From an optimization exercise on the open Yosys and OpenROAD flow, aimed at small area, a short achievable clock period and few clock cycles per item; shortcuts taken in it are not production practice.
At most, simulation tests tie the RTL to the original design; equivalence was not proved.
Power is estimated from default activity; no workload was simulated.

==> flow/design.v (excerpt) <==
module backlight_fade_dim_controller #(
  parameter int TIME_BITS = 32,
  parameter int DUTY_BITS = 8
) (
  input  logic                 clk,
  input  logic                 rst,
  input  logic                 cfg_valid,
  output logic                 cfg_ready,
  input  logic [2:0]           cfg_index,
  input  logic [TIME_BITS-1:0] cfg_data,
  input  logic                 in_valid,
  output logic                 in_ready,
  input  logic [2:0]           func,
  input  logic [TIME_BITS-1:0] now_ms,
  input  logic [TIME_BITS-1:0] last_activity_ms,
  input  logic                 in_dim_phase,
  output logic                 out_valid,
  input  logic                 out_ready,
  output logic [DUTY_BITS-1:0] duty,
  output logic                 duty_written,
  output logic                 pwm_running,
  output logic                 backlight_cut
);
==> flow/config.mk <==
export PLATFORM = sky130hd
export DESIGN_NAME = backlight_fade_dim_controller
export DESIGN_NICKNAME = backlight_fade_dim_controller
export VERILOG_FILES = /design/flow/design.v
export SDC_FILE = /design/flow/constraint.sdc
export NUM_CORES = 4
export LEC_CHECK = 0
export ABC_CLOCK_PERIOD_IN_PS = 3000
export CAP_MARGIN = 20
export CORE_MARGIN = 2
export CORE_UTILIZATION = 40
export SETUP_SLACK_MARGIN = 5
export SLEW_MARGIN = 20
==> flow/constraint.sdc <==
create_clock -name core_clock -period 9.0 [get_ports {clk}]
set_input_delay 1.8000 -clock core_clock [delete_from_list [all_inputs] [get_ports {clk}]]
set_output_delay 1.8000 -clock core_clock [all_outputs]
set_load 0.01 [all_outputs]
run.sh (not shown) runs the stock make flow with config.mk's settings and CLKGATE_MAP_FILE= SYNTH_SCRIPT=/design/flow/synth_recipe.tcl, a recipe that flattens the netlist after the stock synthesis.
The starting point finished with timing, DRC and antenna clean.
Testbench counts at the start, summed over its fixed seeds: cycles 13,575, items 13,015.
Then changed:
Settings changed: ABC_CLOCK_PERIOD_IN_PS 3000 to default, SETUP_SLACK_MARGIN 5 to default.
After rerunning: The changed run ran to the end with no violations. Die area stays the same. Worst hold slack is better by 0.0035 ns. Area after synthesis stays the same. Cell area goes down by about 4%. Critical path depth increases by 1. Sequential share of layout area is higher by 1.2 points.
Then changed:
Settings changed: SETUP_SLACK_MARGIN from default to 5.
What happened: The changed run went through all stages and came out clean; global-route usage grows by 0.47 points; flip-flop and latch count is unchanged; worst setup slack gets better by 1.2 ns; via count is higher by 1.8%.

* * *

backlight_fade_dim_controller, a different RTL version from the one above (not shown whole).
For scale: ~120 I/O pins, about 50000 µm² of cells after synthesis.
make LEC_CHECK=0 CAP_MARGIN=20 CORE_MARGIN=2 CORE_UTILIZATION=70 CTS_BUF_LIST=sky130_fd_sc_hd__clkbuf_8 SETUP_SLACK_MARGIN=5 SLEW_MARGIN=20 finish   # period 9.0 ns
Change:
==> flow/flow/run.sh (new file) <==
#!/bin/bash
# Standard layout, with plain buf_1 cells (instead of the default pick) as the port buffers.
set -euo pipefail
sed "s/\"\${@:-finish}\"/'BUFFER_PORTS_ARGS=-buffer_cell sky130_fd_sc_hd__buf_1' \"\${@:-finish}\"/" standard.sh > standard_ports.sh
grep -q "BUFFER_PORTS_ARGS" standard_ports.sh
bash standard_ports.sh finish > flow_make.log 2>&1
==> flow/standard.sh (new file) <==
#!/bin/bash
# synth_recipe.tcl (not shown) runs the flow's synth.tcl, then flattens the netlist and writes it again
# the make line also repeats each setting of config.mk as NAME=value (left out here)
make -C /OpenROAD-flow-scripts/flow DESIGN_CONFIG=/design/flow/config.mk WORK_HOME=/design/flow/orfs CLKGATE_MAP_FILE= SYNTH_SCRIPT=/design/flow/synth_recipe.tcl "${@:-finish}"
CORE_UTILIZATION = 40   (was 70)
CTS_BUF_LIST = unset   (was sky130_fd_sc_hd__clkbuf_8)
removed: flow/run.sh
What happened: Die area goes up by 74%. Hold slack hardly moves. Setup slack gets better by 0.066 ns. Synthesized cell count is unchanged. Routed wire length goes up by 4.4%. Clock power goes up by 19%. Cell area goes up by 0.93%.
Change:
==> flow/run.sh (new file) <==
#!/bin/bash
# synth_recipe.tcl (not shown) runs the flow's synth.tcl, then flattens the netlist and writes it again
# the make line also repeats each setting of config.mk as NAME=value (left out here)
make -C /OpenROAD-flow-scripts/flow DESIGN_CONFIG=/design/flow/config.mk WORK_HOME=/design/flow/orfs CLKGATE_MAP_FILE= SYNTH_SCRIPT=/design/flow/synth_recipe.tcl finish
removed: flow/flow/run.sh
removed: flow/standard.sh
Outcome: Maximum frequency grows by about 1.6%; wire length rises by 1.9%; die area is unchanged.
Change:
==> flow/flow/run.sh (new file) <==
#!/bin/bash
# Standard layout, with plain buf_1 cells (instead of the default pick) as the port buffers.
set -euo pipefail
sed "s/\"\${@:-finish}\"/'BUFFER_PORTS_ARGS=-buffer_cell sky130_fd_sc_hd__buf_1' \"\${@:-finish}\"/" standard.sh > standard_ports.sh
grep -q "BUFFER_PORTS_ARGS" standard_ports.sh
bash standard_ports.sh finish > flow_make.log 2>&1
==> flow/standard.sh (new file) <==
#!/bin/bash
# synth_recipe.tcl (not shown) runs the flow's synth.tcl, then flattens the netlist and writes it again
# the make line also repeats each setting of config.mk as NAME=value (left out here)
make -C /OpenROAD-flow-scripts/flow DESIGN_CONFIG=/design/flow/config.mk WORK_HOME=/design/flow/orfs CLKGATE_MAP_FILE= SYNTH_SCRIPT=/design/flow/synth_recipe.tcl "${@:-finish}"
CORE_UTILIZATION = 70   (was 40)
CTS_BUF_LIST = sky130_fd_sc_hd__clkbuf_8   (was unset)
removed: flow/run.sh
Clock-buffer cell count rises by 37.
Clock power decreases by about a fifth.
First-iteration DRC count went up by about a fifth.
Maximum frequency went up slightly.
No functional check of the RTL was part of any run of this note.

[port drivers added, routing unchanged]
In the flow no input, the clock included, has a driving cell. The finished layouts below were timed again as built, in two steps. Step 1 assumes that a clkbuf_16 drives the clock port and a buf_2 every other input. Step 2 times the ports against the registers' clock, not the clock port: input delays grow and output delays shrink by t, the midpoint of the rising clock arrivals with the driver on. a / b / c = no drivers / after step 1 / after step 2; a / b = the first two.
| run | shift t [ns] | setup slack, ns | worst slew at a driven data input, ns |
|---|---|---|---|
| the first run of note 1 | 0.762 | 4.796 / 4.796 / 4.731 | 0.08 |
| the second run of note 1 | 0.774 | 3.582 / 3.582 / 3.582 | 0.10 |
| the third run of note 1 | 0.762 | 4.796 / 4.796 / 4.731 | 0.08 |
| the first run of note 2 | 0.849 | 4.860 / 4.860 / 4.672 | 0.10 |
| the second run of note 2 | 0.743 | 4.926 / 4.926 / 4.926 | 0.10 |
| the third run of note 2 | 0.758 | 4.990 / 4.990 / 4.698 | 0.09 |
| the fourth run of note 2 | 0.853 | 5.014 / 5.014 / 4.960 | 0.09 |
After both steps every run listed still meets setup and hold. For the third run of note 2, which loses most, drivers alone change the setup slack by 0.000 ns; drivers and shift together by -0.292 ns.
